Source: an optimization exercise on an open RTL-to-GDS flow (aim: small area, a short achievable clock period and few clock cycles per item). Production flows keep margins and buffers that such runs may drop. Only simulation tests tie the RTL to the original design; equivalence was not proved. No activity file was given, so power comes from the tool's default toggle rates.

$ cat flow/run.sh
#!/bin/bash
# synth_recipe.tcl (not shown) runs the flow's synth.tcl, then flattens the netlist and writes it again
# the make line also repeats each setting of config.mk as NAME=value (left out here)
make -C /OpenROAD-flow-scripts/flow DESIGN_CONFIG=/design/flow/config.mk WORK_HOME=/design/flow/orfs CLKGATE_MAP_FILE= SYNTH_SCRIPT=/design/flow/synth_recipe.tcl finish
$ cat flow/config.mk
export PLATFORM = sky130hd
export DESIGN_NAME = exec_unit
export DESIGN_NICKNAME = exec_unit
export VERILOG_FILES = /design/flow/design.v
export SDC_FILE = /design/flow/constraint.sdc
export NUM_CORES = 4
export LEC_CHECK = 0
export CAP_MARGIN = 20
export CORE_MARGIN = 10
export CORE_UTILIZATION = 40
export PLACE_DENSITY = 0.6
export SETUP_SLACK_MARGIN = 3.0
export SLEW_MARGIN = 20
$ cat flow/constraint.sdc
create_clock -name core_clock -period 6.5 [get_ports {clk}]
set_input_delay 1.3000 -clock core_clock [delete_from_list [all_inputs] [get_ports {clk}]]
set_output_delay 1.3000 -clock core_clock [all_outputs]
set_load 0.01 [all_outputs]
$ cat flow/design.v
`default_nettype none
package rv64_isa_pkg;
  typedef enum logic [6:0] {
    op_imm    = 7'b0010011,
    op_imm_32 = 7'b0011011,
    op        = 7'b0110011,
    op_32     = 7'b0111011,
    lui       = 7'b0110111,
    auipc     = 7'b0010111,
    load      = 7'b0000011,
    store     = 7'b0100011,
    jal       = 7'b1101111,
    jalr      = 7'b1100111,
    branch    = 7'b1100011,
    system    = 7'b1110011
  } opcode_e;
  localparam logic [2:0] F3_ADD_SUB = 3'b000;
  localparam logic [2:0] F3_SLL     = 3'b001;
  localparam logic [2:0] F3_SLT     = 3'b010;
  localparam logic [2:0] F3_SLTU    = 3'b011;
  localparam logic [2:0] F3_XOR     = 3'b100;
  localparam logic [2:0] F3_SRL_SRA = 3'b101;
  localparam logic [2:0] F3_OR      = 3'b110;
  localparam logic [2:0] F3_AND     = 3'b111;
  localparam logic [2:0] F3_BEQ  = 3'b000;
  localparam logic [2:0] F3_BNE  = 3'b001;
  localparam logic [2:0] F3_BLT  = 3'b100;
  localparam logic [2:0] F3_BGE  = 3'b101;
  localparam logic [2:0] F3_BLTU = 3'b110;
  localparam logic [2:0] F3_BGEU = 3'b111;
  localparam logic [2:0] F3_MUL    = 3'b000;
  localparam logic [2:0] F3_MULH   = 3'b001;
  localparam logic [2:0] F3_MULHSU = 3'b010;
  localparam logic [2:0] F3_MULHU  = 3'b011;
  localparam logic [6:0] F7_MULDIV = 7'b0000001;
  typedef struct packed {
    logic [6:0] funct7;
    logic [4:0] rs2;
    logic [4:0] rs1;
    logic [2:0] funct3;
    logic [4:0] rd;
    opcode_e    opcode;
  } r_fields_t;
  typedef struct packed {
    logic [11:0] imm12;   
    logic [4:0]  rs1;
    logic [2:0]  funct3;
    logic [4:0]  rd;
    opcode_e     opcode;
  } i_fields_t;
  typedef union packed {
    r_fields_t r_view;
    i_fields_t i_view;
  } instr_u;
endpackage
`default_nettype wire
`default_nettype none
package exu_pkg;
  localparam int XLEN = 64;
  typedef logic [XLEN-1:0] xlen_t;
  typedef struct packed {
    logic sel_sum;    
    logic clr_lsb;    
    logic sel_shr;    
    logic sel_shl;    
    logic sel_xor;
    logic sel_or;
    logic sel_and;
    logic sel_cmp;    
    logic word;       
    logic sh_arith;   
    logic inv;        
    logic c_eq;       
    logic c_lts;      
    logic c_ltu;      
    logic c_inv;      
  } alu_ctl_t;
  typedef struct packed {
    logic a_neg;       
    logic corr;        
    logic take_high;   
    logic word;        
  } mul_req_t;
endpackage
`default_nettype wire
`default_nettype none
module alu_op_decode (
  input  wire [31:0]            instr_i,
  input  wire exu_pkg::xlen_t   src_a_i,
  input  wire exu_pkg::xlen_t   src_b_i,
  output exu_pkg::alu_ctl_t     ctl_o,
  output logic                  is_mul_o,
  output exu_pkg::mul_req_t     mul_req_o,
  output exu_pkg::xlen_t        op_a_o,
  output exu_pkg::xlen_t        op_b_o
);
  logic [6:0] opcode;
  logic [2:0] f3;
  logic [6:0] f7;
  logic       is_op, is_opimm, is_op32, is_opimm32;
  logic       alu_rr, alu_rr32;
  logic       muldiv, muldiv32;
  logic       rev_a, zext_w, sext_w, inv_a, lui;
  logic       wshift;
  exu_pkg::xlen_t a_rev;
  assign opcode = instr_i[6:0];
  assign f3     = instr_i[14:12];
  assign f7     = instr_i[31:25];
  assign is_op      = (opcode == 7'b0110011);
  assign is_opimm   = (opcode == 7'b0010011);
  assign is_op32    = (opcode == 7'b0111011);
  assign is_opimm32 = (opcode == 7'b0011011);
  assign muldiv     = is_op   && (f7 == 7'b0000001);
  assign muldiv32   = is_op32 && (f7 == 7'b0000001);
  assign alu_rr     = (is_op || is_opimm) && !muldiv;
  assign alu_rr32   = (is_op32 || is_opimm32) && !muldiv32;
  assign lui        = (opcode == 7'b0110111);
  always_comb begin
    ctl_o    = '0;
    is_mul_o = 1'b0;
    mul_req_o = '0;
    rev_a    = 1'b0;
    zext_w   = 1'b0;
    sext_w   = 1'b0;
    inv_a    = 1'b0;
    wshift   = 1'b0;
    if (muldiv) begin
      if (!f3[2]) begin
        is_mul_o            = 1'b1;
        mul_req_o.a_neg     = (f3 == 3'd1 || f3 == 3'd2) && src_a_i[63];
        mul_req_o.corr      = (f3 == 3'd2 || f3 == 3'd3) && src_b_i[63];
        mul_req_o.take_high = (f3 != 3'd0);
      end
    end else if (muldiv32) begin
      if (f3 == 3'd0) begin
        is_mul_o       = 1'b1;
        mul_req_o.word = 1'b1;
      end
    end else if (alu_rr) begin
      case (f3)
        3'd0: begin
          ctl_o.sel_sum = 1'b1;
          inv_a         = is_op && f7[5];
          ctl_o.inv     = is_op && f7[5];
        end
        3'd1: begin
          ctl_o.sel_shl = 1'b1;
          rev_a         = 1'b1;
        end
        3'd2: begin
          ctl_o.sel_cmp = 1'b1;
          ctl_o.c_lts   = 1'b1;
          inv_a         = 1'b1;
        end
        3'd3: begin
          ctl_o.sel_cmp = 1'b1;
          ctl_o.c_ltu   = 1'b1;
          inv_a         = 1'b1;
        end
        3'd4: ctl_o.sel_xor = 1'b1;
        3'd5: begin
          ctl_o.sel_shr  = 1'b1;
          ctl_o.sh_arith = instr_i[30];
        end
        3'd6: ctl_o.sel_or = 1'b1;
        default: ctl_o.sel_and = 1'b1;
      endcase
    end else if (alu_rr32) begin
      case (f3)
        3'd0: begin
          ctl_o.sel_sum = 1'b1;
          ctl_o.word    = 1'b1;
          inv_a         = is_op32 && f7[5];
          ctl_o.inv     = is_op32 && f7[5];
        end
        3'd1: begin
          ctl_o.sel_shl = 1'b1;
          ctl_o.word    = 1'b1;
          rev_a         = 1'b1;
          wshift        = 1'b1;
        end
        3'd5: begin
          ctl_o.sel_shr  = 1'b1;
          ctl_o.word     = 1'b1;
          ctl_o.sh_arith = f7[5];
          sext_w         = f7[5];
          zext_w         = !f7[5];
          wshift         = 1'b1;
        end
        default: ;
      endcase
    end else begin
      case (opcode)
        7'b0110111,                           
        7'b0010111, 7'b0000011,
        7'b0100011, 7'b1101111: ctl_o.sel_sum = 1'b1;
        7'b1100111: begin
          ctl_o.sel_sum = 1'b1;
          ctl_o.clr_lsb = 1'b1;
        end
        7'b1100011: begin
          inv_a = 1'b1;
          case (f3)
            3'd0: begin ctl_o.sel_cmp = 1'b1; ctl_o.c_eq  = 1'b1; end
            3'd1: begin ctl_o.sel_cmp = 1'b1; ctl_o.c_eq  = 1'b1; ctl_o.c_inv = 1'b1; end
            3'd4: begin ctl_o.sel_cmp = 1'b1; ctl_o.c_lts = 1'b1; end
            3'd5: begin ctl_o.sel_cmp = 1'b1; ctl_o.c_lts = 1'b1; ctl_o.c_inv = 1'b1; end
            3'd6: begin ctl_o.sel_cmp = 1'b1; ctl_o.c_ltu = 1'b1; end
            3'd7: begin ctl_o.sel_cmp = 1'b1; ctl_o.c_ltu = 1'b1; ctl_o.c_inv = 1'b1; end
            default: ;
          endcase
        end
        default: ;
      endcase
    end
  end
  always_comb begin
    for (int i = 0; i < exu_pkg::XLEN; i++) a_rev[i] = src_a_i[exu_pkg::XLEN-1-i];
  end
  always_comb begin
    if (lui)         op_a_o = '0;
    else if (rev_a)  op_a_o = a_rev;
    else if (zext_w) op_a_o = {32'd0, src_a_i[31:0]};
    else if (sext_w) op_a_o = {{32{src_a_i[31]}}, src_a_i[31:0]};
    else if (inv_a)  op_a_o = ~src_a_i;
    else             op_a_o = src_a_i;
  end
  always_comb begin
    op_b_o = src_b_i;
    if (wshift) op_b_o[5] = 1'b0;   
  end
endmodule
`default_nettype wire
`default_nettype none
module int_alu (
  input  wire exu_pkg::alu_ctl_t ctl_i,
  input  wire exu_pkg::xlen_t    op_a_i,
  input  wire exu_pkg::xlen_t    op_b_i,
  output exu_pkg::xlen_t         result_o
);
  localparam int XLEN = exu_pkg::XLEN;
  exu_pkg::xlen_t sum;
  logic           cout;
  exu_pkg::xlen_t shr;
  exu_pkg::xlen_t shl;
  logic           eq, lt_u, lt_s, cond;
  exu_pkg::xlen_t res;
  assign {cout, sum} = {1'b0, op_a_i} + {1'b0, op_b_i};
  assign eq   = &(op_a_i ^ op_b_i);
  assign lt_u = cout;
  assign lt_s = (op_a_i[XLEN-1] != op_b_i[XLEN-1]) ? lt_u : !op_a_i[XLEN-1];
  assign cond = ((ctl_i.c_eq & eq) | (ctl_i.c_lts & lt_s) | (ctl_i.c_ltu & lt_u)) ^ ctl_i.c_inv;
  assign shr = XLEN'($signed({ctl_i.sh_arith & op_a_i[XLEN-1], op_a_i}) >>> op_b_i[5:0]);
  always_comb begin
    for (int i = 0; i < XLEN; i++) shl[i] = shr[XLEN-1-i];
  end
  always_comb begin
    res = ({XLEN{ctl_i.sel_sum}} & {sum[XLEN-1:1] ^ {(XLEN-1){ctl_i.inv}},
                                     (sum[0] ^ ctl_i.inv) & !ctl_i.clr_lsb})
        | ({XLEN{ctl_i.sel_shr}} & shr)
        | ({XLEN{ctl_i.sel_shl}} & shl)
        | ({XLEN{ctl_i.sel_xor}} & (op_a_i ^ op_b_i))
        | ({XLEN{ctl_i.sel_or}}  & (op_a_i | op_b_i))
        | ({XLEN{ctl_i.sel_and}} & (op_a_i & op_b_i))
        | {{(XLEN-1){1'b0}}, ctl_i.sel_cmp & cond};
    result_o = ctl_i.word ? {{32{res[31]}}, res[31:0]} : res;
  end
endmodule
`default_nettype wire
`default_nettype none
module shift_add_mul (
  input  wire exu_pkg::xlen_t    mcand_i,     
  input  wire                    a_neg_i,
  input  wire [3:0]              one_i,       
  input  wire [3:0]              two_i,       
  input  wire [3:0]              neg_i,
  input  wire                    first_i,     
  input  wire                    corr_i,      
  input  wire [66:0]             acc_s_i,
  input  wire [66:0]             acc_c_i,
  input  wire [7:0]              ret_s_i,
  input  wire [7:0]              ret_c_i,
  input  wire                    low_ci_i,
  output logic [66:0]            acc_s_o,
  output logic [66:0]            acc_c_o,
  output logic [7:0]             ret_s_o,
  output logic [7:0]             ret_c_o,
  output logic                   low_ci_o,
  output logic [7:0]             prod_bits_o,  
  output exu_pkg::xlen_t         high_s_o,     
  output exu_pkg::xlen_t         high_c_o      
);
  localparam int TW = 75;
  typedef logic [TW-1:0] vec_t;
  function automatic [TW-1:0] csa_s(input [TW-1:0] x, input [TW-1:0] y, input [TW-1:0] z);
    csa_s = x ^ y ^ z;
  endfunction
  function automatic [TW-1:0] csa_c(input [TW-1:0] x, input [TW-1:0] y, input [TW-1:0] z);
    csa_c = {((x & y) | (x & z) | (y & z)), 1'b0};
  endfunction
  logic [66:0] fs_i, fc_i;
  logic [7:0]  rs_i, rc_i;
  logic        lc_i;
  logic [65:0] a1, a2;
  logic [65:0] rb [4];
  logic        n3;
  vec_t        u [4];
  vec_t        s1, c1, s2, c2, s3, c3, xs, xc;
  assign fs_i = first_i ? (67'd1 << 66) : acc_s_i;
  assign fc_i = first_i ? 67'd0 : acc_c_i;
  assign rs_i = first_i ? 8'd0 : ret_s_i;
  assign rc_i = first_i ? 8'd0 : ret_c_i;
  assign lc_i = !first_i & low_ci_i;
  assign a1   = {a_neg_i, a_neg_i, mcand_i};
  assign a2   = {a_neg_i, mcand_i, 1'b0};
  assign n3   = neg_i[3];
  always_comb begin
    for (int j = 0; j < 4; j++) begin
      rb[j] = (({66{one_i[j]}} & a1) | ({66{two_i[j]}} & a2)) ^ {66{neg_i[j]}};
    end
    u[0] = {1'b0, 2'b11, 1'b0, 1'b1, 1'b0, 1'b1, 1'b0, !rb[0][65], rb[0][65], rb[0][64:0]};
    u[1] = {7'd0, !rb[1][65], rb[1][64:0], n3, neg_i[0]};
    u[2] = {5'd0, !rb[2][65], rb[2][64:0], n3, neg_i[1], n3, n3};
    u[3] = {3'd0, !rb[3][65], rb[3][64:0], n3, neg_i[2], n3, n3, n3, n3};
  end
  always_comb begin
    s1 = csa_s(vec_t'(fs_i), vec_t'(fc_i), u[0]);
    c1 = csa_c(vec_t'(fs_i), vec_t'(fc_i), u[0]) | vec_t'(n3);
    s2 = csa_s(u[1], u[2], u[3]);
    c2 = csa_c(u[1], u[2], u[3]) | vec_t'(n3);
    s3 = csa_s(s1, c1, s2);
    c3 = csa_c(s1, c1, s2) | vec_t'(n3);
    xs = csa_s(s3, c3, c2);
    xc = csa_c(s3, c3, c2) | vec_t'(n3);
  end
  always_comb begin
    acc_s_o  = xs[TW-1:8];
    acc_c_o  = xc[TW-1:8];
    ret_s_o  = xs[7:0];
    ret_c_o  = xc[7:0];
    {low_ci_o, prod_bits_o} = {1'b0, rs_i} + {1'b0, rc_i} + {8'd0, lc_i};
  end
  exu_pkg::xlen_t corr;
  always_comb begin
    corr     = corr_i ? mcand_i : 64'd0;
    high_s_o = acc_s_i[63:0] ^ acc_c_i[63:0] ^ corr;
    high_c_o = {((acc_s_i[62:0] & acc_c_i[62:0]) | (acc_s_i[62:0] & corr[62:0]) |
                 (acc_c_i[62:0] & corr[62:0])), low_ci_o};
  end
endmodule
module booth_enc (
  input  wire [7:0]  bits_i,
  input  wire        prev_i,
  output logic [3:0] one_o,
  output logic [3:0] two_o,
  output logic [3:0] neg_o
);
  logic [8:0] b;
  assign b = {bits_i, prev_i};
  always_comb begin
    for (int j = 0; j < 4; j++) begin
      one_o[j] = b[2*j+1] ^ b[2*j];
      two_o[j] = (b[2*j+2] & !b[2*j+1] & !b[2*j]) | (!b[2*j+2] & b[2*j+1] & b[2*j]);
      neg_o[j] = b[2*j+2] & !(b[2*j+1] & b[2*j]);
    end
  end
endmodule
`default_nettype wire
`default_nettype none
module exec_unit (
  input  wire                       clk,
  input  wire                       arst_n_i,
  input  wire                       valid_i,
  input  wire [31:0]                instr_i,
  input  wire [63:0]                src_a_i,
  input  wire [63:0]                src_b_i,
  output logic [63:0]               result_o,
  output logic                      done_o,
  output logic                      ready_o
);
  localparam int K      = 8;
  localparam int NSTEP  = 64 / K;
  localparam int NSTEPW = 32 / K;
  localparam int CNT_W  = $clog2(NSTEP);
  exu_pkg::alu_ctl_t ctl_d, ctl_q, ctl_hi;
  exu_pkg::mul_req_t mreq_d, mreq_q;
  exu_pkg::xlen_t    op_a_d, op_b_d, op_a_q, op_b_q;
  exu_pkg::xlen_t    alu_res;
  logic              is_mul;
  logic              accept, accept_mul;
  logic              busy_q;   
  logic              alu_v_q;
  logic              mul_run_q, mul_fin_q;
  logic              fin_low, fin_high;
  logic [CNT_W-1:0]  cnt_q;
  logic              last_step;
  logic [66:0]       acc_s_q, acc_c_q, acc_s_d, acc_c_d;
  logic [K-1:0]      ret_s_q, ret_c_q, ret_s_d, ret_c_d;
  logic              low_ci_q, low_ci_d;
  logic              first_q;
  logic [3:0]        one_d, two_d, neg_d, one_q, two_q, neg_q;
  logic [K-1:0]      prod_bits;
  exu_pkg::xlen_t    high_s, high_c;
  exu_pkg::xlen_t    low_next;
  alu_op_decode alu_op_decode_inst (
    .instr_i   (instr_i),
    .src_a_i   (src_a_i),
    .src_b_i   (src_b_i),
    .ctl_o     (ctl_d),
    .is_mul_o  (is_mul),
    .mul_req_o (mreq_d),
    .op_a_o    (op_a_d),
    .op_b_o    (op_b_d)
  );
  assign accept     = valid_i & !busy_q;
  assign accept_mul = accept & is_mul;
  assign fin_low  = mul_fin_q & !mreq_q.take_high;
  assign fin_high = mul_fin_q & mreq_q.take_high;
  always_comb begin
    ctl_hi         = '0;
    ctl_hi.sel_sum = 1'b1;
  end
  always_ff @(posedge clk) begin
    if (!busy_q) begin
      op_a_q <= op_a_d;
      op_b_q <= op_b_d;
      ctl_q  <= ctl_d;
      mreq_q <= mreq_d;
    end else if (fin_high) begin
      op_a_q <= high_s;
      op_b_q <= high_c;
      ctl_q  <= ctl_hi;
    end else begin
      op_b_q <= low_next;
    end
  end
  assign last_step = mul_run_q &&
                     (cnt_q == (mreq_q.word ? CNT_W'(NSTEPW - 1) : CNT_W'(NSTEP - 1)));
  shift_add_mul shift_add_mul_inst (
    .mcand_i     (op_a_q),
    .a_neg_i     (mreq_q.a_neg),
    .one_i       (one_q),
    .two_i       (two_q),
    .neg_i       (neg_q),
    .first_i     (first_q),
    .corr_i      (mreq_q.corr),
    .acc_s_i     (acc_s_q),
    .acc_c_i     (acc_c_q),
    .ret_s_i     (ret_s_q),
    .ret_c_i     (ret_c_q),
    .low_ci_i    (low_ci_q),
    .acc_s_o     (acc_s_d),
    .acc_c_o     (acc_c_d),
    .ret_s_o     (ret_s_d),
    .ret_c_o     (ret_c_d),
    .low_ci_o    (low_ci_d),
    .prod_bits_o (prod_bits),
    .high_s_o    (high_s),
    .high_c_o    (high_c)
  );
  assign low_next = {prod_bits, op_b_q[63:K]};
  booth_enc booth_enc_inst (
    .bits_i (busy_q ? op_b_q[2*K-1:K] : src_b_i[K-1:0]),
    .prev_i (busy_q & op_b_q[K-1]),
    .one_o  (one_d),
    .two_o  (two_d),
    .neg_o  (neg_d)
  );
  always_ff @(posedge clk) begin
    acc_s_q  <= acc_s_d;
    acc_c_q  <= acc_c_d;
    ret_s_q  <= ret_s_d;
    ret_c_q  <= ret_c_d;
    low_ci_q <= low_ci_d;
    one_q    <= one_d;
    two_q    <= two_d;
    neg_q    <= neg_d;
    first_q  <= accept_mul;
    cnt_q    <= accept_mul ? '0 : cnt_q + 1'b1;
  end
  always_ff @(posedge clk or negedge arst_n_i) begin
    if (!arst_n_i) begin
      mul_run_q <= 1'b0;
      mul_fin_q <= 1'b0;
      ready_o   <= 1'b1;
      busy_q    <= 1'b0;
    end else begin
      mul_run_q <= accept_mul | (mul_run_q & !last_step);
      mul_fin_q <= last_step;
      if (accept_mul) begin
        ready_o <= 1'b0;
        busy_q  <= 1'b1;
      end else if ((last_step & !mreq_q.take_high) | fin_high) begin
        ready_o <= 1'b1;
        busy_q  <= 1'b0;
      end
    end
  end
  int_alu int_alu_inst (
    .ctl_i    (ctl_q),
    .op_a_i   (op_a_q),
    .op_b_i   (op_b_q),
    .result_o (alu_res)
  );
  always_ff @(posedge clk) begin
    if (fin_low) begin
      result_o <= mreq_q.word ? {{32{low_next[63]}}, low_next[63:32]} : low_next;
    end else begin
      result_o <= alu_res;
    end
  end
  always_ff @(posedge clk or negedge arst_n_i) begin
    if (!arst_n_i) begin
      alu_v_q <= 1'b0;
      done_o  <= 1'b0;
    end else begin
      alu_v_q <= (accept & !is_mul) | fin_high;
      done_o  <= alu_v_q | fin_low;
    end
  end
endmodule
`default_nettype wire
==> run_results.csv, run 1 <==
group,metric,value,unit
global_routing,antenna_found_initial,9,
routing,drt-initial-drc-count,4817,
cts,root_buffer,"clkbuf_16",
yosys,synth_top_area_share,16.0,%
place,port_buffers,213,
cells_and_area,regArea,8550,sq um
yosys,synth_seq_cells,379,
flow_run,timing.max_cap.violations,0,
yosys,synthSimpleGateAreaFrac,13.4,%
place,placed_cells,6091,
floorplan,core-area,102000,sq um
cts,cts_tree,"done",
sta,slew_violations,0,
sta,hold_violations,0,
yosys,synth_top_area_cell,"fa_1",
global_routing,grt_pass1_wl,281,mm
cells_and_area,syn_to_final_growth,18.3,%
power,leakage,20.3,nW
routing,ant_nets,0,
cts,cts_buffer_depth,3,
global_routing,track_usage,33.0,%
place,placed_cell_area,44000,sq um
power,p_per_area,692,nW/um^2
sta,setup_viol_count_final,0,
run_status,run_status,"finished clean",
yosys,ys_seq_area_share,20.7,%
floorplan,die_h,340,um
yosys,synth_fa_ha_area_share,20.6,%
floorplan,start_util,40.2,%
sta,clock_skew,0.0292,ns
yosys,muxShareOfSynthArea,7.47,%
yosys,synth_cells,4831,
yosys,synth_compound_area_share,19.4,%
cts,clk_latency,0.66,ns
hold_path,hp-class,"flip-flop to flip-flop",
routing,via_per_inst,6.23,
sta,slew-limit-headroom,14.6,%
critical_path,end_kind,"flip-flop",
cts,clock-sinks,379,
cells_and_area,finalNonFillerCells,6332,
yosys,syn_area_per_cell,8.46,sq um
sta,max_freq,272,MHz
place,hpwl,137,mm
cts,numCtsBuffers,47,
yosys,synthTopCellsByCount,"491 x inv_1, 488 x nand2_1, 327 x fa_1",
yosys,ys_warn_count,7,
sta,hold_slack,0.422,ns
cells_and_area,fillers,9912,
routing,vias,39451,
sta,fin_crit,3.68,ns
sta,setup_tns,0,ns
yosys,synthArstFlopShare,1.58,%
cells_and_area,drive_above_1_share,13.5,%
place,finalWeightedCongestion,1.05,
critical_path,arrival,4.22,ns
routing,routedWlPerCell,31.6,um
floorplan,die_w,340,um
yosys,synth_edf_count,83,
sta,fin_crit_sh,56.6,%
floorplan,ios,229,
yosys,yosys.cell_types.count,84,
critical_path,cp-start-kind,"flip-flop",
yosys,synth_top_family_by_area,"adder cells",
cts,clk_pin_slew,0.06,ns
routing,firstDrtPassIters,6,
critical_path,critPathMaxFanout,14,
floorplan,num_rows,117,
critical_path,cp.required,7.04,ns
yosys,ys.flop_type,"dfxtp_1",
sta,tightest_slew,1.28,ns
cells_and_area,stdcell_area,48400,sq um
cells_and_area,nets,5559,
yosys,ys_top_cells_by_area,"fa_1 16%, dfxtp_1 14%, edfxtp_1 6.1%, xnor2_1 5.5%, a22oi_1 5.4%",
global_routing,grt_overflow,0,
critical_path,path_class,"flip-flop to flip-flop",
floorplan,die_area,115000,sq um
sta,rsz0062_at_grt,"yes",
yosys,synth_area,40900,sq um
cts,htree_num_levels,2,
global_routing,grt_max_degree,91,
routing,drt_wl_total,200,mm
cells_and_area,post-route-util,47.6,%
cells_and_area,multi_input_area,30000,sq um
yosys,yosysMostFrequentCell,"inv_1",
yosys,synth_xor_area_share,9.79,%
global_routing,grt_pass1_vias,38378,
routing,drc,0,
power,vdd_drop_max,0.405,mV
yosys,synthesis.nets,5471,
cts,hold_buffers,0,
[registers in the layout, indices dropped and copies added (netlist names), 3 cells and up]
register,cells
op_b_q,64
ctl_q,15
cnt_q,3
mreq_q,4
two_q,4
result_o,64
op_a_q,64
ret_s_q,8
ret_c_q,8
acc_c_q,65
acc_s_q,64
one_q,4
neg_q,4
[layout by cell type (no fill, tap or decap), types with 16 or more instances in the layout]
| cell | Yosys | routed |
|---|---|---|
| edfxtp_1 | 83 | 83 |
| buf_4 | 7 | 191 |
| and2_1 | 85 | 81 |
| dfxtp_4 | 0 | 18 |
| dfxtp_1 | 290 | 251 |
| nor3_1 | 63 | 61 |
| nand4_1 | 26 | 26 |
| clkbuf_16 | 0 | 49 |
| a31oi_1 | 78 | 75 |
| inv_1 | 491 | 485 |
| clkdlybuf4s50_1 | 0 | 204 |
| nand2_1 | 488 | 479 |
| ha_4 | 0 | 16 |
| a221oi_1 | 44 | 34 |
| fa_1 | 327 | 326 |
| mux2i_1 | 68 | 67 |
| o21ai_0 | 236 | 220 |
| nand3_1 | 38 | 37 |
| xnor2_1 | 256 | 253 |
| o2111ai_1 | 21 | 19 |
| nor2b_1 | 144 | 141 |
| a21o_1 | 51 | 50 |
| o21bai_1 | 16 | 16 |
| mux2_2 | 29 | 29 |
| o211ai_1 | 29 | 29 |
| dfxtp_2 | 0 | 21 |
| xor2_1 | 201 | 201 |
| o21a_1 | 24 | 24 |
| buf_12 | 0 | 22 |
| mux4_2 | 88 | 90 |
| o21ai_1 | 6 | 17 |
| a21oi_2 | 0 | 29 |
| a21oi_1 | 262 | 229 |
| a22oi_1 | 293 | 292 |
| a211oi_1 | 42 | 32 |
| nor2_1 | 280 | 271 |
| ha_1 | 150 | 123 |
[timing repair]
action                     CTS  global route
setup endpoints to repair  236           136
buffers inserted           106            27
cloned                      11             3
pin swaps                   30            30
resized for setup          188           130
[path summary, 6_finish.rpt]
check / from / to / slack [ns] / depth (start not counted)
hold reg to reg: cnt_q[0] / cnt_q[0] / 0.42 / 1
setup / recovery: op_b_q[0] / result_o[8] / 2.82 / 9
max in group asynchronous: arst_n_i / ready_o / 5.27 / 1
hold / removal: cnt_q[0] / cnt_q[0] / 0.42 / 1
setup reg to reg: op_b_q[0] / result_o[8] / 2.82 / 9
min in group asynchronous: arst_n_i / busy_q / 0.92 / 1
[layout make-up]
type,instances,share of cell area (%)
multi-input combinational,3533,62.0
antenna,8,0.0414
clock buffer,61,2.64
timing repair buffer,458,9.54
tap,1368,3.54
inverter,500,3.93
clock inverter,25,0.618
sequential,379,17.7
[stage by stage]
| step | total power, mW | worst slack [ns] |
|---|---|---|
| floorplan | 20.7 | 2.94 |
| global placement | 28.6 | 1.37 |
| detailed placement | 28.7 | 1.34 |
| CTS | 32.5 | 2.98 |
| global route | 36.5 | 2.89 |
| finish | 33.5 | 2.82 |
[worst max-delay path: stages, from the launching register on]
cell and delay, ns:
dfxtp_4 0.39, buf_4 0.16, inv_1 0.59, mux2_2 0.31
nor2_1 0.04, a31oi_1 0.52, a21oi_1 0.22, o21ai_0 0.70
a221oi_1 0.31, a21oi_1 0.31
[routing by layer]
layer	track usage, %	up-vias	wire [um]	part of all wire [%]
met5	0	-	48	0.024
met4	20.6	8	15100	7.5
met3	9.13	579	24100	12
met2	49.0	2650	84800	42
met1	42.3	19638	76300	38
li1	-	16576	-	-
[cell families (layout without fill, tap and decap cells)]
logic type                 count (synthesis)  in the layout
DFF                                      379            379
buffers and inverters                    924           1044
adders and majority gates                478            478
AOI/OAI and AO/OA                       1208           1209
xor gates and xnor gates                 457            457
and+or+nand+nor                         1197           1201
muxes                                    188            188
other                                      0              8
[report_power, final]
part           total [mW]  switching (mW)  internal [mW]
clock network        2.79            1.20           1.59
registers            5.95            2.03           3.92
logic                24.7            14.7           10.1
Testbench counts, summed over its fixed seeds: cycles 23,973, items 16,000.
==> run 2, diff against run 1 <==
--- a/flow/config.mk
+++ b/flow/config.mk
@@ -11,3 +11,3 @@
 export PLACE_DENSITY = 0.6
-export SETUP_SLACK_MARGIN = 3.0
+export SETUP_SLACK_MARGIN = 3.4
 export SLEW_MARGIN = 20
==> run_results.csv, run 2 <==
group,metric,value,unit
run_status,run_status,"finished clean",
yosys,ys.flop_type,"dfxtp_1",
sta,fin_crit_sh,54.4,%
power,combPwrFrac,77.8,%
critical_path,timing.rr.end,"result_o[60]",
routing,via_per_inst,6.37,
yosys,synth_top_area_cell,"fa_1",
sta,slew-limit-headroom,30.9,%
floorplan,num_rows,117,
yosys,synth_top_family_by_area,"adder cells",
critical_path,crit_cells,16,
sta,hold_violations,0,
global_routing,grt_pass1_wl,300,mm
yosys,ys_warn_count,7,
place,port_buffers,213,
yosys,synth_top_area_share,16.0,%
floorplan,die_w,340,um
sta,rsz0062_at_grt,"yes",
yosys,synth_xor_area_share,9.79,%
sta,clock_skew,0.0620,ns
sta,slew_violations,0,
critical_path,crit_end,"result_o[60]",
place,pre_cts_slack,1.52,ns
sta,setup_tns,0,ns
cells_and_area,multi_input_area,31100,sq um
yosys,synth_edf_count,83,
critical_path,arrival,4.03,ns
yosys,synth_fa_ha_area_share,20.6,%
yosys,synth_compound_area_share,19.4,%
yosys,ys_top_cells_by_area,"fa_1 16%, dfxtp_1 14%, edfxtp_1 6.1%, xnor2_1 5.5%, a22oi_1 5.4%",
critical_path,slowest_stage,"edfxtp_1",
routing,ant_nets,0,
global_routing,antenna_found_initial,15,
cells_and_area,regArea,8580,sq um
sta,hold_slack,0.422,ns
critical_path,end_kind,"flip-flop",
place,finalWeightedCongestion,1.04,
power,vdd_drop_max,0.368,mV
global_routing,grt_overflow,0,
yosys,synthesis.nets,5471,
cells_and_area,post-route-util,50.7,%
sta,fin_crit,3.54,ns
floorplan,die_h,340,um
yosys,yosysMostFrequentCell,"inv_1",
power,p_seq_share,14.6,%
global_routing,grt_pass1_vias,39983,
sta,setup_viol_count_final,0,
cts,htree_num_levels,2,
cells_and_area,nets,5714,
routing,firstDrtPassIters,6,
cts,cts_tree,"done",
sta,tightest_slew,1.04,ns
power,internal_power,16.6,mW
yosys,synth_cells,4831,
critical_path,cp-start-kind,"flip-flop",
cells_and_area,syn_to_final_growth,26.0,%
cells_and_area,largest-register,"acc_c_q",
routing,drt-initial-drc-count,5547,
yosys,yosys.cell_types.count,84,
routing,drt_wl_total,219,mm
global_routing,track_usage,35.5,%
critical_path,slowest_delay,0.41,ns
power,p_total,35.9,mW
flow_run,timing.max_cap.violations,0,
cts,clock-sinks,379,
yosys,synthTopCellsByCount,"491 x inv_1, 488 x nand2_1, 327 x fa_1",
power,p_sw_share,53.7,%
cts,cts_buffer_depth,3,
critical_path,cp.required,6.99,ns
yosys,synth_area,40900,sq um
global_routing,grt_max_degree,87,
cts,clk_pin_slew,0.06,ns
cts,numCtsBuffers,48,
floorplan,ios,229,
place,hpwl,145,mm
floorplan,core-area,102000,sq um
critical_path,critPathTopFamily,"compound AO/OA/AOI/OAI gates",
hold_path,hp-class,"flip-flop to flip-flop",
critical_path,r2r_cells,16,
critical_path,worstReg2RegStart,"op_a_q[7]",
routing,vias,41341,
routing,routedWlPerCell,33.7,um
yosys,muxShareOfSynthArea,7.47,%
cells_and_area,drive_above_1_share,19.7,%
cts,clk_latency,0.66,ns
critical_path,path_class,"flip-flop to flip-flop",
cells_and_area,final_common_cell,"inv_1",
cells_and_area,mostFrequentLayoutCells,"483 x inv_1, 476 x nand2_1, 326 x fa_1",
place,placed_cells,6110,
power,p_per_area,698,nW/um^2
critical_path,critPathMaxFanout,6,
cts,root_buffer,"clkbuf_16",
power,p_switching,19.3,mW
cells_and_area,largest_reg_flops,65,
yosys,syn_area_per_cell,8.46,sq um
yosys,synthArstFlopShare,1.58,%
power,leakage,21.6,nW
cells_and_area,fillers,9538,
critical_path,crit_chain,"buf_8, inv_4, ha_4, buf_4, and4_4, and3_4, a22oi_2, o211ai_1, buf_4, o2111ai_1, nand3_4, and2_4, buf_6, nor2_1, o22ai_1, a21o_1",
sta,layout_setup_ws,2.96,ns
critical_path,path_common_cell,"buf_4",
power,p_clk_share,7.6,%
cells_and_area,finalNonFillerCells,6488,
floorplan,start_util,40.2,%
yosys,synth_seq_cells,379,
critical_path,r2r_slack,2.96,ns
critical_path,crit_start,"op_a_q[7]",
floorplan,die_area,115000,sq um
place,placed_cell_area,44400,sq um
critical_path,worst-path-buf-inv,5,
yosys,synthSimpleGateAreaFrac,13.4,%
routing,drc,0,
yosys,ys_seq_area_share,20.7,%
sta,max_freq,283,MHz
cells_and_area,stdcell_area,51500,sq um
-- run 2: area by class of cell --
class                   instances  share of cell area, %
well taps                    1368                   3.32
repair buffers                608                   12.8
inverters                     500                   3.71
diodes                          7                 0.0340
multi-input cells            3535                   60.5
flip-flops and latches        379                   16.7
repair inverters                2                 0.0340
clock inverters                18                  0.343
clock buffers                  71                   2.68
-- run 2: repair_timing --
| action | 4_1_cts | 5_1_grt |
|---|---|---|
| resized for setup | 481 | 210 |
| gates cloned | 16 | 8 |
| buffers inserted | 203 | 55 |
| endpoints found under the setup margin | 250 | 198 |
| hold buffers | 0 | 0 |
| pin swaps | 89 | 89 |
-- run 2: how the worst min path moves through the flow --
stage               slack (ns)  endpoint  depth (start not counted)     start
finish                    0.42  cnt_q[0]                          1  cnt_q[0]
global route              0.44    done_o                          1   alu_v_q
CTS                       0.43  cnt_q[0]                          1  cnt_q[0]
detailed placement        0.42  cnt_q[0]                          1  cnt_q[0]
global placement          0.41  cnt_q[0]                          1  cnt_q[0]
floorplan                 0.40  cnt_q[0]                          1  cnt_q[0]
-- run 2: power by group through the flow --
stage / Combinational [mW] / Sequential [mW] / Clock (mW)
final: 28.0 / 5.24 / 2.73
after CTS: 26.1 / 5.28 / 2.75
after global placement: 23.7 / 5.60 / 0
after floorplan: 16.5 / 4.39 / 0
after global routing: 30.5 / 5.24 / 2.84
after detailed placement: 23.9 / 5.60 / 0
-- run 2: per-layer routing --
layer  track usage, %  vias to the layer above  part of all wire [%]
met2             51.9                     3257                    41
met3             11.6                      874                    14
met1             44.7                    20282                    36
met4             22.8                       14                   8.7
met5                0                        -                 0.046
li1                 -                    16914                     -
-- run 2: cell families after synthesis --
kind of cell    Yosys count
simple gates           1197
mux                     188
buf+inv                 924
xor+xnor                457
compound gates         1208
fa+ha+maj               478
flops                   379
==> run 3, diff against run 2 <==
--- a/flow/design.v
+++ b/flow/design.v
@@ -238,2 +238,3 @@
   input  wire exu_pkg::xlen_t    op_b_i,
+  input  wire [5:0]              shamt_i,    
   output exu_pkg::xlen_t         result_o
@@ -252,3 +253,3 @@
   assign cond = ((ctl_i.c_eq & eq) | (ctl_i.c_lts & lt_s) | (ctl_i.c_ltu & lt_u)) ^ ctl_i.c_inv;
-  assign shr = XLEN'($signed({ctl_i.sh_arith & op_a_i[XLEN-1], op_a_i}) >>> op_b_i[5:0]);
+  assign shr = XLEN'($signed({ctl_i.sh_arith & op_a_i[XLEN-1], op_a_i}) >>> shamt_i);
   always_comb begin
@@ -387,2 +388,3 @@
   exu_pkg::xlen_t    op_a_d, op_b_d, op_a_q, op_b_q;
+  logic [5:0]        shamt_q;   
   exu_pkg::xlen_t    alu_res;
@@ -426,3 +428,2 @@
       op_b_q <= op_b_d;
-      ctl_q  <= ctl_d;
       mreq_q <= mreq_d;
@@ -431,3 +432,2 @@
       op_b_q <= high_c;
-      ctl_q  <= ctl_hi;
     end else begin
@@ -435,2 +435,4 @@
     end
+    ctl_q   <= busy_q ? ctl_hi : ctl_d;
+    shamt_q <= op_b_d[5:0];
   end
@@ -502,2 +504,3 @@
     .op_b_i   (op_b_q),
+    .shamt_i  (shamt_q),
     .result_o (alu_res)
--- a/flow/config.mk
+++ b/flow/config.mk
@@ -11,3 +11,3 @@
 export PLACE_DENSITY = 0.6
-export SETUP_SLACK_MARGIN = 3.4
+export SETUP_SLACK_MARGIN = 3.0
 export SLEW_MARGIN = 20
==> run_results.csv, run 3 <==
group,metric,value,unit
global_routing,track_usage,34.6,%
yosys,synthesis.nets,5478,
sta,slew_violations,0,
routing,firstDrtPassIters,8,
cts,root_buffer,"clkbuf_16",
critical_path,cp.required,7.03,ns
global_routing,grt_overflow,0,
place,placed_cell_area,44400,sq um
critical_path,path_common_cell,"a21oi_1",
sta,rsz0062_at_grt,"yes",
yosys,yosys.cell_types.count,90,
routing,via_per_inst,6.26,
floorplan,start_util,40.3,%
sta,fin_crit_sh,56.5,%
routing,routedWlPerCell,33.0,um
place,port_buffers,213,
routing,ant_nets,0,
floorplan,ios,229,
yosys,synth_top_area_cell,"fa_1",
floorplan,die_h,341,um
sta,max_freq,272,MHz
global_routing,grt_pass1_vias,38326,
sta,tightest_slew,1.29,ns
sta,setup_tns,0,ns
flow_run,timing.max_cap.violations,0,
cells_and_area,stdcell_area,48900,sq um
critical_path,worstReg2RegStart,"op_a_q[10]",
critical_path,critPathMaxFanout,14,
power,p_per_area,334,nW/um^2
yosys,synth_area,41200,sq um
cts,numCtsBuffers,49,
floorplan,num_rows,117,
routing,drc,0,
hold_path,hp-class,"flip-flop to flip-flop",
global_routing,grt_pass1_wl,292,mm
cells_and_area,mostFrequentLayoutCells,"484 x inv_1, 454 x nand2_1, 326 x fa_1",
critical_path,timing.rr.end,"result_o[61]",
cells_and_area,syn_to_final_growth,18.7,%
cts,htree_num_levels,2,
cells_and_area,nets,5570,
yosys,ys.flop_type,"dfxtp_1",
yosys,yosysMostFrequentCell,"inv_1",
sta,fin_crit,3.67,ns
cells_and_area,drive_above_1_share,14.1,%
routing,drt_wl_total,209,mm
floorplan,die_w,341,um
critical_path,slowest_stage,"edfxtp_1",
place,hpwl,151,mm
sta,slew-limit-headroom,12.8,%
cts,clock-sinks,385,
yosys,synthArstFlopShare,1.56,%
hold_path,hold_depth,1,
cells_and_area,largest_reg_flops,65,
yosys,ys_seq_area_share,20.5,%
cts,cts_tree,"done",
cts,cts_buffer_depth,3,
cells_and_area,post-route-util,47.9,%
routing,drt-initial-drc-count,5564,
sta,setup_viol_count_final,0,
yosys,synth_edf_count,68,
cts,clk_pin_slew,0.06,ns
yosys,synth_cells,4838,
critical_path,end_kind,"flip-flop",
critical_path,crit_chain,"buf_4, ha_1, a21oi_1, o21ai_0, a21oi_1, o2111ai_2, a31oi_4, o21ba_2, o211ai_1, xnor2_1, a221oi_2, nor2_1",
yosys,synth_seq_cells,385,
critical_path,slowest_delay,0.56,ns
hold_path,hold_start,"cnt_q[0]",
sta,hold_slack,0.432,ns
yosys,synth_top_area_share,15.9,%
global_routing,antenna_found_initial,11,
yosys,synthTopCellsByCount,"487 x inv_1, 457 x nand2_1, 327 x fa_1",
cells_and_area,largest-register,"acc_c_q",
sta,clock_skew,0.0477,ns
floorplan,core-area,102000,sq um
place,finalWeightedCongestion,1.05,
yosys,ys_warn_count,7,
routing,vias,39734,
critical_path,r2r_slack,2.83,ns
critical_path,arrival,4.20,ns
power,leakage,20.4,nW
cts,clk_latency,0.67,ns
run_status,run_status,"finished clean",
cells_and_area,fillers,9953,
sta,hold_violations,0,
yosys,syn_area_per_cell,8.51,sq um
critical_path,r2r_cells,12,
yosys,ys_top_cells_by_area,"fa_1 16%, dfxtp_1 15%, a22oi_1 5.4%, edfxtp_1 5.0%, xor2_1 4.9%",
floorplan,die_area,116000,sq um
critical_path,path_class,"flip-flop to flip-flop",
power,vdd_drop_max,0.236,mV
cells_and_area,final_common_cell,"inv_1",
hold_path,holdPathEnd,"cnt_q[0]",
global_routing,grt_max_degree,146,
critical_path,cp-start-kind,"flip-flop",
-- run 3: cell count changes in the layout (fill, tap and decap cells not counted), sizes merged, moves of 15 or more --
| cell | previous run | this run |
|---|---|---|
| nor3 | 63 | 22 |
| buf | 391 | 259 |
| nand2 | 489 | 457 |
| nor2 | 280 | 255 |
| edfxtp | 83 | 68 |
| and2 | 92 | 77 |
| a211oi | 42 | 70 |
| xor2 | 201 | 232 |
| xnor2 | 256 | 222 |
| dfxtp | 290 | 311 |
-- run 3: logic make-up after synthesis --
group / count (synthesis) / share of synthesized area, %
buf+inv: 929 / 8.81
flops: 385 / 20.5
fa+ha+maj: 478 / 20.5
simple gates: 1121 / 12.6
xor+xnor: 454 / 9.66
mux: 193 / 7.50
compound gates: 1278 / 20.5
-- run 3: cell type report --
class                   instances  area (sq um)  share of cell area (%)
multi-input cells            3525         30200                    61.8
flip-flops and latches        385          8510                    17.4
repair buffers                474          4710                    9.64
inverters                     495          1870                    3.84
well taps                    1368          1710                    3.50
clock buffers                  66          1450                    2.97
clock inverters                25           367                   0.750
diodes                          8          20.0                  0.0410
-- run 3: where the power goes --
group	switching [mW]	total (mW)	internal, mW
logic	5.73	9.45	3.72
clock network	1.24	3.10	1.86
registers	0.579	3.75	3.17
total	7.55	16.3	8.75
-- run 3: worst max-delay path by stage --
stage                     cells past startpoint         from  slack, ns            to
after floorplan                              10   instr_i[6]       3.00    op_a_q[63]
after global placement                        9  instr_i[30]       1.40    op_a_q[15]
after detailed placement                      9  instr_i[30]       1.38    op_a_q[15]
after CTS                                    12   op_a_q[25]       2.93  result_o[62]
after global routing                         12   op_a_q[10]       2.88  result_o[61]
final                                        12   op_a_q[10]       2.83  result_o[61]
-- run 3: worst max-delay path, delay by kind of cell, from the launching register on --
kind	cells	cell delay (ns)
XOR/XNOR	1	0.17
AO/OA/AOI/OAI	8	2.19
buffers and inverters	1	0.31
AND/OR/NAND/NOR	1	0.08
flip-flops	1	0.56
adder cells (fa/ha/maj)	1	0.23
-- run 3: metal layers --
metal | share of wire, % | global-route usage [%]
met1 | 39 | 45.3
met2 | 41 | 49.9
met3 | 13 | 11.3
met4 | 7.0 | 19.1
met5 | 0.039 | 0
-- run 3: stage by stage --
| stage | setup WS, ns | cells | total power, mW |
|---|---|---|---|
| floorplan | 3.00 | 4838 | 9.00 |
| global placement | 1.40 | 6112 | 12.6 |
| detailed placement | 1.38 | 6112 | 12.6 |
| CTS | 2.93 | 6301 | 16.0 |
| global route | 2.88 | 6341 | 17.4 |
| finish | 2.83 | 6346 | 16.3 |
-- run 3: what timing repair did --
item	CTS	global route
pin swaps	22	23
resized for setup	183	146
hold buffers	0	0
cloned	1	4
setup endpoints to repair	247	124
endpoints found under the hold margin	0	0
setup buffers	97	33
Testbench counts of run 3, summed over its fixed seeds: cycles 23,973, items 16,000.
==> run 4, diff against run 3 <==
--- a/flow/config.mk
+++ b/flow/config.mk
@@ -9,4 +9,4 @@
 export CORE_MARGIN = 10
-export CORE_UTILIZATION = 40
-export PLACE_DENSITY = 0.6
+export CORE_UTILIZATION = 30
+export PLACE_DENSITY = 0.5
 export SETUP_SLACK_MARGIN = 3.0
==> run_results.csv, run 4 <==
group,metric,value,unit
cts,clk_pin_slew,0.06,ns
global_routing,grt_pass1_wl,305,mm
yosys,ys_seq_area_share,20.5,%
floorplan,die_h,390,um
critical_path,cp-start-kind,"flip-flop",
critical_path,r2r_slack,2.86,ns
cts,htree_num_levels,2,
routing,drt_wl_total,219,mm
critical_path,arrival,4.15,ns
floorplan,core-area,136000,sq um
yosys,synth_area,41200,sq um
yosys,ys_warn_count,7,
yosys,yosysMostFrequentCell,"inv_1",
yosys,synth_top_area_cell,"fa_1",
yosys,ys.flop_type,"dfxtp_1",
critical_path,worst-path-buf-inv,4,
global_routing,grt_max_degree,84,
critical_path,end_kind,"flip-flop",
global_routing,grt_overflow,0,
place,placed_cells,6539,
yosys,ys_top_cells_by_area,"fa_1 16%, dfxtp_1 15%, a22oi_1 5.4%, edfxtp_1 5.0%, xor2_1 4.9%",
routing,via_per_inst,5.88,
power,leakage,20.5,nW
floorplan,start_util,30.3,%
global_routing,track_usage,27.7,%
critical_path,crit_end,"result_o[58]",
cts,clock-sinks,385,
place,placed_cell_area,45000,sq um
critical_path,worstReg2RegStart,"op_a_q[9]",
critical_path,critPathTopFamily,"compound AO/OA/AOI/OAI gates",
yosys,synth_edf_count,68,
yosys,synthArstFlopShare,1.56,%
cells_and_area,largest-register,"acc_c_q",
floorplan,num_rows,135,
routing,firstDrtPassIters,8,
cells_and_area,mostFrequentLayoutCells,"479 x inv_1, 452 x nand2_1, 326 x fa_1",
floorplan,ios,229,
routing,ant_nets,0,
routing,drc,0,
critical_path,critPathMaxFanout,14,
sta,setup_tns,0,ns
sta,clock_skew,0.0552,ns
yosys,synth_seq_cells,385,
cells_and_area,fillers,14130,
cells_and_area,drive_above_1_share,15.4,%
cells_and_area,regArea,8520,sq um
yosys,synthesis.nets,5478,
sta,layout_setup_ws,2.86,ns
critical_path,crit_cells,15,
sta,rsz0062_at_grt,"yes",
sta,hold_violations,0,
cells_and_area,stdcell_area,49800,sq um
routing,routedWlPerCell,32.4,um
cts,cts_tree,"done",
place,port_buffers,213,
routing,vias,39857,
cells_and_area,syn_to_final_growth,21.1,%
critical_path,r2r_cells,15,
yosys,synth_cells,4838,
cts,cts_buffer_depth,3,
yosys,synth_top_area_share,15.9,%
floorplan,die_w,390,um
critical_path,path_class,"flip-flop to flip-flop",
critical_path,slowest_stage,"edfxtp_1",
critical_path,crit_chain,"buf_12, buf_4, ha_2, a21oi_1, o21ai_1, a31o_4, a211oi_4, buf_6, o21ai_2, xnor2_2, a21oi_2, a21oi_4, buf_6, a211oi_2, a211oi_2",
sta,slew-limit-headroom,25.9,%
sta,tightest_slew,1.11,ns
yosys,yosys.cell_types.count,90,
yosys,synthTopCellsByCount,"487 x inv_1, 457 x nand2_1, 327 x fa_1",
hold_path,hp-class,"flip-flop to flip-flop",
cts,root_buffer,"clkbuf_16",
power,p_total,16.3,mW
cells_and_area,largest_reg_flops,65,
critical_path,slowest_delay,0.42,ns
sta,fin_crit_sh,56.1,%
floorplan,die_area,152000,sq um
run_status,run_status,"finished clean",
global_routing,grt_pass1_vias,38172,
critical_path,cp.required,7.01,ns
cells_and_area,final_common_cell,"inv_1",
routing,drt-initial-drc-count,5209,
sta,setup_viol_count_final,0,
cells_and_area,multi_input_area,30600,sq um
place,finalWeightedCongestion,1.06,
cts,numCtsBuffers,49,
global_routing,antenna_found_initial,18,
place,hpwl,160,mm
critical_path,timing.rr.end,"result_o[58]",
sta,slew_violations,0,
yosys,syn_area_per_cell,8.51,sq um
critical_path,crit_start,"op_a_q[9]",
power,vdd_drop_max,0.242,mV
cells_and_area,nets,5589,
cts,clk_latency,0.69,ns
cts,hold_buffers,0,
power,p_per_area,327,nW/um^2
sta,max_freq,274,MHz
flow_run,timing.max_cap.violations,0,
hold_path,hold_start,"cnt_q[0]",
sta,fin_crit,3.64,ns
place,pre_cts_slack,1.39,ns
cells_and_area,finalNonFillerCells,6778,
run 4: changes by cell type in the layout (fill, tap and decap cells not counted), sizes merged, moves of 2 or more:
cell and delta:
buf +20, clkinv +7, bufinv -5, clkbuf -4, clkinvlp +2, dlygate4sd2 -2
run 4: metrics by stage:
stage	hold slack [ns]	util [%]
floorplan	0.399	-
global placement	0.407	33.1
detailed placement	0.410	33.1
CTS	0.419	35.8
global route	0.444	36.7
finish	0.416	36.7
run 4: where the power goes:
group	total, mW	switching [mW]	internal [mW]
combinational	9.62	5.84	3.78
sequential	3.73	0.554	3.17
clock	2.97	1.31	1.65
total	16.3	7.70	8.61
run 4: how the worst min path moves through the flow:
stage          slack (ns)  cells past startpoint        to
2_1_floorplan        0.40                      1  cnt_q[0]
3_3_place_gp         0.41                      1  cnt_q[0]
3_5_place_dp         0.41                      1  cnt_q[0]
4_1_cts              0.42                      1  cnt_q[0]
5_1_grt              0.44                      1  cnt_q[0]
6_report             0.42                      1  cnt_q[0]
run 4: per-layer routing:
layer  GRT usage, %  share of wire [%]  wire, um
met5              0              0.034        75
met3           6.73                 11     24200
met1           38.6                 42     91800
met4           12.1                5.4     11900
met2           40.3                 42     91400
run 4: area by class of cell:
| class | count | share of cell area [%] |
|---|---|---|
| diodes | 7 | 0.0352 |
| clock buffers | 63 | 2.86 |
| multi-input cells | 3525 | 61.4 |
| inverters | 495 | 3.80 |
| repair buffers | 493 | 9.72 |
| clock inverters | 29 | 0.577 |
| flip-flops and latches | 385 | 17.1 |
| well taps | 1781 | 4.47 |
run 4: what timing repair did:
| action | in CTS | in global routing |
|---|---|---|
| gates resized for setup | 230 | 202 |
| pin swaps | 20 | 49 |
| cloned | 2 | 0 |
| setup buffers | 102 | 36 |
| endpoints found under the setup margin | 255 | 143 |
run 4: kinds of logic (layout without fill, tap and decap cells):
logic type,after synthesis,in the layout,synth area share [%]
multiplexers,193,193,7.50
buffers and inverters,929,1080,8.81
flip-flops,385,385,20.5
AO/OA/AOI/OAI,1278,1279,20.5
other,0,7,0
AND/OR/NAND/NOR,1121,1121,12.6
adder cells (fa/ha/maj),478,478,20.5
XOR/XNOR,454,454,9.66
==> run 5, diff against run 4 <==
--- a/flow/config.mk
+++ b/flow/config.mk
@@ -8,5 +8,5 @@
 export CAP_MARGIN = 20
-export CORE_MARGIN = 10
-export CORE_UTILIZATION = 30
-export PLACE_DENSITY = 0.5
+export CORE_MARGIN = 2
+export CORE_UTILIZATION = 55
+export PLACE_DENSITY = 0.75
 export SETUP_SLACK_MARGIN = 3.0
==> run_results.csv, run 5 <==
group,metric,value,unit
yosys,synthesis.nets,5478,
power,p_clk_share,17.8,%
yosys,yosys.cell_types.count,90,
cells_and_area,largest-register,"acc_c_q",
critical_path,path_class,"flip-flop to flip-flop",
power,combPwrFrac,58.7,%
cells_and_area,finalNonFillerCells,5961,
sta,layout_setup_ws,2.82,ns
sta,fin_crit_sh,56.5,%
power,p_seq_share,23.4,%
global_routing,grt_overflow,0,
critical_path,timing.rr.end,"result_o[13]",
global_routing,grt_pass1_wl,286,mm
sta,tightest_slew,1.25,ns
yosys,ys.flop_type,"dfxtp_1",
floorplan,die_h,278,um
hold_path,holdPathEnd,"cnt_q[0]",
yosys,syn_area_per_cell,8.51,sq um
cells_and_area,final_common_cell,"inv_1",
routing,drt-met1-wl,70.7,mm
floorplan,start_util,55.4,%
routing,wl_met2,82.2,mm
global_routing,grt_pass1_vias,39673,
cts,root_buffer,"clkbuf_16",
critical_path,cp-start-kind,"flip-flop",
critical_path,arrival,4.23,ns
place,pre_cts_slack,1.27,ns
sta,slew-limit-headroom,16.7,%
power,p_sw_share,46.6,%
place,placed_cells,5707,
yosys,synth_top_area_share,15.9,%
sta,setup_viol_count_final,0,
global_routing,grt_max_degree,84,
critical_path,r2r_slack,2.82,ns
floorplan,die_w,278,um
sta,slew_violations,0,
floorplan,ios,229,
cells_and_area,largest_reg_flops,65,
yosys,synth_edf_count,68,
sta,rsz0062_at_grt,"yes",
routing,via_per_inst,7.00,
sta,max_freq,272,MHz
power,p_switching,7.55,mW
cells_and_area,nets,5582,
sta,hold_violations,0,
critical_path,cp.required,7.05,ns
cts,htree_num_levels,2,
sta,hold_slack,0.429,ns
power,leakage,20.5,nW
global_routing,antenna_found_initial,20,
yosys,synth_area,41200,sq um
sta,fin_crit,3.68,ns
power,p_total,16.2,mW
yosys,yosysMostFrequentCell,"inv_1",
routing,drt_wl_total,204,mm
cells_and_area,mostFrequentLayoutCells,"482 x inv_1, 452 x nand2_1, 326 x fa_1",
cells_and_area,post-route-util,65.6,%
yosys,synth_cells,4838,
place,hpwl,141,mm
cts,cts_tree,"done",
yosys,synth_seq_cells,385,
hold_path,hold_depth,1,
yosys,synthTopCellsByCount,"487 x inv_1, 457 x nand2_1, 327 x fa_1",
global_routing,track_usage,51.7,%
power,p_per_area,332,nW/um^2
yosys,synthArstFlopShare,1.56,%
yosys,synth_top_area_cell,"fa_1",
flow_run,timing.max_cap.violations,0,
routing,firstDrtPassIters,8,
routing,ant_nets,0,
critical_path,end_kind,"flip-flop",
routing,dr_wl_met3,31.6,mm
cts,clk_pin_slew,0.06,ns
sta,setup_tns,0,ns
critical_path,r2r_cells,7,
critical_path,worstReg2RegStart,"ctl_q[11]",
floorplan,num_rows,100,
cts,clock-sinks,385,
run_status,run_status,"finished clean",
power,vdd_drop_max,0.324,mV
sta,clock_skew,0.0615,ns
hold_path,hp-class,"flip-flop to flip-flop",
cts,cts_buffer_depth,3,
critical_path,critPathMaxFanout,32,
routing,highest_layer,"met5",
place,placed_cell_area,43800,sq um
cells_and_area,syn_to_final_growth,18.4,%
cts,clk_latency,0.65,ns
yosys,ys_top_cells_by_area,"fa_1 16%, dfxtp_1 15%, a22oi_1 5.4%, edfxtp_1 5.0%, xor2_1 4.9%",
cts,numCtsBuffers,48,
hold_path,hold_start,"cnt_q[0]",
place,port_buffers,213,
cells_and_area,drive_above_1_share,15.0,%
floorplan,die_area,77000,sq um
routing,vias,41712,
yosys,ys_seq_area_share,20.5,%
routing,drc,0,
power,internal_power,8.65,mW
routing,routedWlPerCell,34.3,um
yosys,ys_warn_count,7,
cells_and_area,stdcell_area,48700,sq um
routing,drt-initial-drc-count,6901,
floorplan,core-area,74300,sq um
place,finalWeightedCongestion,1.12,
-- run 5: cell counts after synthesis --
Identical to the previous run, type by type.
-- run 5: worst max path at each step --
stage | from | to | slack [ns]
floorplan | instr_i[6] | op_a_q[63] | 3.00
global placement | instr_i[4] | op_a_q[48] | 1.34
detailed placement | instr_i[4] | op_a_q[51] | 1.27
CTS | op_a_q[47] | result_o[0] | 2.91
global route | op_a_q[10] | result_o[62] | 2.88
finish | ctl_q[11] | result_o[13] | 2.82
-- run 5: what timing repair did --
| action | 4_1_cts | 5_1_grt |
|---|---|---|
| setup endpoints to repair | 222 | 115 |
| hold buffers | 0 | 0 |
| gates resized for setup | 193 | 206 |
| cloned | 4 | 3 |
| pin swaps | 28 | 47 |
| buffers inserted | 104 | 41 |
-- run 5: logic make-up after synthesis --
| group | share of synthesized area (%) |
|---|---|
| AO/OA/AOI/OAI | 20.5 |
| XOR/XNOR | 9.66 |
| adder cells (fa/ha/maj) | 20.5 |
| AND/OR/NAND/NOR | 12.6 |
| flip-flops | 20.5 |
| multiplexers | 7.50 |
| buffers and inverters | 8.81 |
-- run 5: layout make-up --
class                      count  area [sq um]
fill                        6067         25600
tap                          969          1210
timing repair buffer         487          4870
clock inverter                23           267
antenna                       11          27.5
sequential                   385          8530
inverter                     495          1880
clock buffer                  66          1400
multi-input combinational   3525         30500
-- run 5: power by group through the flow --
stage	registers (mW)	clock network, mW	logic (mW)
6_report	3.80	2.89	9.51
5_1_grt	3.84	2.96	10.3
4_1_cts	3.77	2.87	8.95
3_5_place_dp	3.88	0	8.54
3_3_place_gp	3.87	0	8.39
2_1_floorplan	3.54	0	5.46
-- run 5: worst max-delay path, stage by stage (launching register included) --
cell       delay [ns]
dfxtp_1          0.31
buf_4            0.50
clkinv_1         0.69
a21oi_1          1.16
o21ai_0          0.39
o2111ai_1        0.20
a221oi_1         0.07
a21oi_1          0.21
-- run 5: routing by layer --
metal,GRT usage [%],up-vias
li1,-,16749
met1,64.3,20142
met2,73.3,3832
met3,20.3,973
met4,36.0,16
met5,0,-
==> run 6, diff against run 5 <==
--- a/flow/config.mk
+++ b/flow/config.mk
@@ -7,7 +7,7 @@
 export LEC_CHECK = 0
-export CAP_MARGIN = 20
-export CORE_MARGIN = 2
-export CORE_UTILIZATION = 55
-export PLACE_DENSITY = 0.75
+export CAP_MARGIN = 5
+export CORE_MARGIN = 10
+export CORE_UTILIZATION = 40
+export PLACE_DENSITY = 0.6
 export SETUP_SLACK_MARGIN = 3.0
-export SLEW_MARGIN = 20
+export SLEW_MARGIN = 5
==> run_results.csv, run 6 <==
group,metric,value,unit
global_routing,grt_pass1_vias,38244,
cts,htree_num_levels,2,
critical_path,path_class,"flip-flop to flip-flop",
cells_and_area,multi_input_area,30300,sq um
cts,clk_pin_slew,0.06,ns
cells_and_area,largest-register,"acc_c_q",
power,p_seq_share,22.9,%
cells_and_area,regArea,8510,sq um
critical_path,path_common_cell,"a21oi_1",
cts,root_buffer,"clkbuf_16",
routing,vias,39716,
sta,rsz0062_at_grt,"yes",
routing,ant_nets,0,
cells_and_area,stdcell_area,49000,sq um
floorplan,start_util,40.3,%
routing,via_per_inst,6.26,
critical_path,critPathMaxFanout,14,
global_routing,use_met1,45.3,%
sta,hold_slack,0.431,ns
cells_and_area,largest_reg_flops,65,
critical_path,worstReg2RegStart,"op_a_q[10]",
yosys,ys_top_cells_by_area,"fa_1 16%, dfxtp_1 15%, a22oi_1 5.4%, edfxtp_1 5.0%, xor2_1 4.9%",
floorplan,num_rows,117,
cells_and_area,final_common_cell,"inv_1",
critical_path,cp.required,7.03,ns
power,p_switching,7.59,mW
cells_and_area,mostFrequentLayoutCells,"484 x inv_1, 453 x nand2_1, 326 x fa_1",
cts,numCtsBuffers,49,
floorplan,core-area,102000,sq um
global_routing,track_usage,34.6,%
sta,tightest_slew,1.19,ns
yosys,ys_warn_count,7,
global_routing,grt_pass1_wl,292,mm
hold_path,hp-class,"flip-flop to flip-flop",
cells_and_area,nets,5571,
sta,setup_tns,0,ns
cells_and_area,drive_above_1_share,14.1,%
routing,firstDrtPassIters,7,
floorplan,die_area,116000,sq um
power,combPwrFrac,58.1,%
cells_and_area,fillers,9935,
yosys,yosysMostFrequentCell,"inv_1",
routing,drt-initial-drc-count,5564,
power,p_total,16.3,mW
sta,slew_violations,0,
critical_path,crit_chain,"buf_4, ha_1, a21oi_1, o21ai_0, a21oi_1, o2111ai_2, a31oi_4, o21ba_2, o211ai_1, xnor2_1, a221oi_2, nor2_1",
sta,setup_viol_count_final,0,
sta,fin_crit_sh,57.3,%
critical_path,arrival,4.25,ns
cts,cts_buffer_depth,3,
critical_path,critPathTopFamily,"compound AO/OA/AOI/OAI gates",
floorplan,die_w,341,um
yosys,yosys.cell_types.count,90,
place,placed_cell_area,44400,sq um
global_routing,use_met2,49.7,%
critical_path,worst-path-buf-inv,1,
global_routing,grt_overflow,0,
power,vdd_drop_max,0.245,mV
floorplan,die_h,341,um
global_routing,grt_busiest_layer,"met2",
sta,clock_skew,0.0477,ns
flow_run,timing.max_cap.violations,0,
power,p_clk_share,19.0,%
yosys,synth_top_area_share,15.9,%
yosys,synth_seq_cells,385,
critical_path,crit_start,"op_a_q[10]",
yosys,synthTopCellsByCount,"487 x inv_1, 457 x nand2_1, 327 x fa_1",
run_status,run_status,"finished clean",
sta,hold_violations,0,
critical_path,slowest_stage,"edfxtp_1",
yosys,ys_seq_area_share,20.5,%
critical_path,end_kind,"flip-flop",
critical_path,slowest_delay,0.56,ns
power,p_sw_share,46.4,%
cts,clk_latency,0.68,ns
place,port_buffers,213,
floorplan,ios,229,
sta,slew-limit-headroom,20.4,%
cells_and_area,post-route-util,48.0,%
yosys,synthesis.nets,5478,
yosys,synthArstFlopShare,1.56,%
global_routing,grt_max_degree,146,
critical_path,cp-start-kind,"flip-flop",
cts,clock-sinks,385,
routing,routedWlPerCell,33.0,um
sta,fin_crit,3.73,ns
place,finalWeightedCongestion,1.05,
cts,cts_tree,"done",
yosys,ys.flop_type,"dfxtp_1",
yosys,syn_area_per_cell,8.51,sq um
power,p_per_area,334,nW/um^2
cells_and_area,syn_to_final_growth,19.0,%
routing,drt_wl_total,209,mm
yosys,synth_area,41200,sq um
power,internal_power,8.76,mW
global_routing,gr-usage-met3,11.2,%
hold_path,hold_start,"cnt_q[0]",
yosys,synth_edf_count,68,
place,hpwl,151,mm
sta,max_freq,268,MHz
global_routing,antenna_found_initial,10,
yosys,synth_top_area_cell,"fa_1",
yosys,synth_cells,4838,
power,leakage,20.4,nW
routing,drc,0,
[run 6: cells by family (layout without fill, tap and decap cells)]
| kind of cell | count (synthesis) | count (layout) | synth area share, % |
|---|---|---|---|
| buffers and inverters | 929 | 1061 | 8.81 |
| flip-flops | 385 | 385 | 20.5 |
| AND/OR/NAND/NOR | 1121 | 1121 | 12.6 |
| XOR/XNOR | 454 | 454 | 9.66 |
| multiplexers | 193 | 193 | 7.50 |
| AO/OA/AOI/OAI | 1278 | 1279 | 20.5 |
| other | 0 | 10 | 0 |
| adder cells (fa/ha/maj) | 478 | 478 | 20.5 |
[run 6: worst paths after layout]
check | to | slack, ns | depth (start not counted)
max | result_o[61] | 2.77 | 12
min | cnt_q[0] | 0.43 | 1
max reg2reg | result_o[61] | 2.77 | 12
min reg2reg | cnt_q[0] | 0.43 | 1
max in group asynchronous | ready_o | 5.32 | 1
min in group asynchronous | busy_q | 0.90 | 1
[run 6: power groups by stage]
stage / Sequential (mW) / Combinational (mW) / Clock, mW
after floorplan: 3.54 / 5.46 / 0
after global placement: 3.87 / 8.76 / 0
after detailed placement: 3.87 / 8.72 / 0
after CTS: 3.75 / 9.13 / 3.13
after global routing: 3.81 / 10.4 / 3.22
final: 3.75 / 9.50 / 3.10
[run 6: cell type report]
class                   instances  share of cell area, %
diodes                         10                 0.0511
inverters                     495                   3.83
multi-input cells            3525                   61.8
repair buffers                475                   9.72
clock buffers                  66                   2.97
clock inverters                25                  0.748
flip-flops and latches        385                   17.4
well taps                    1368                   3.49
[run 6: stage by stage]
step	setup WS [ns]	instances
finish	2.77	6349
global placement	1.40	6112
floorplan	3.00	4838
detailed placement	1.38	6112
CTS	2.93	6299
global route	2.88	6341
[run 6: layer usage]
layer	part of all wire (%)	wire, um
met3	13	27500
met5	0.0053	11
met4	7.1	14900
met1	39	81000
met2	41	86100
[run 6: timing repair]
action                     CTS  global route
cloned                       1             4
buffers inserted            95            35
pin swaps                   22            28
resized for setup          183           155
setup endpoints to repair  247           124
hold buffers                 0             0

what the ideal ports hide:
In the flow no input, the clock included, has a driving cell. The finished layouts below were timed again as built, in two steps.
Step 1: set_driving_cell puts a clkbuf_16 on clk and a buf_2 on each other input, an assumption about the parent block.
Step 2, shift: input delay + t, output delay - t, t = (earliest + latest rising clock arrival at the registers) / 2. This alone moves slack from input paths to output paths.
a / b / c = ideal ports / drivers / drivers and shift; a / b = the first two.
| run | shift t [ns] | slack for setup (ns) | hold WS [ns] | worst setup path at the end |
|---|---|---|---|---|
| run 1 | 0.718 | 2.819 / 2.819 / 2.372 | 0.422 / 0.422 / 0.422 | input to register |
| run 2 | 0.702 | 2.965 / 2.965 / 2.641 | 0.422 / 0.422 / 0.422 | input to register |
| run 3 | 0.727 | 2.829 / 2.829 / 2.387 | 0.432 / 0.432 / 0.432 | input to register |
| run 4 | 0.738 | 2.855 / 2.855 / 2.368 | 0.416 / 0.416 / 0.416 | input to register |
| run 5 | 0.691 | 2.825 / 2.825 / 2.332 | 0.429 / 0.429 / 0.429 | input to register |
| run 6 | 0.728 | 2.774 / 2.774 / 2.373 | 0.431 / 0.431 / 0.431 | input to register |
After both steps setup and hold are still met in every run listed. The setup slack of run 5, which loses most, moves by 0.000 ns with the drivers and by -0.493 ns with both steps.
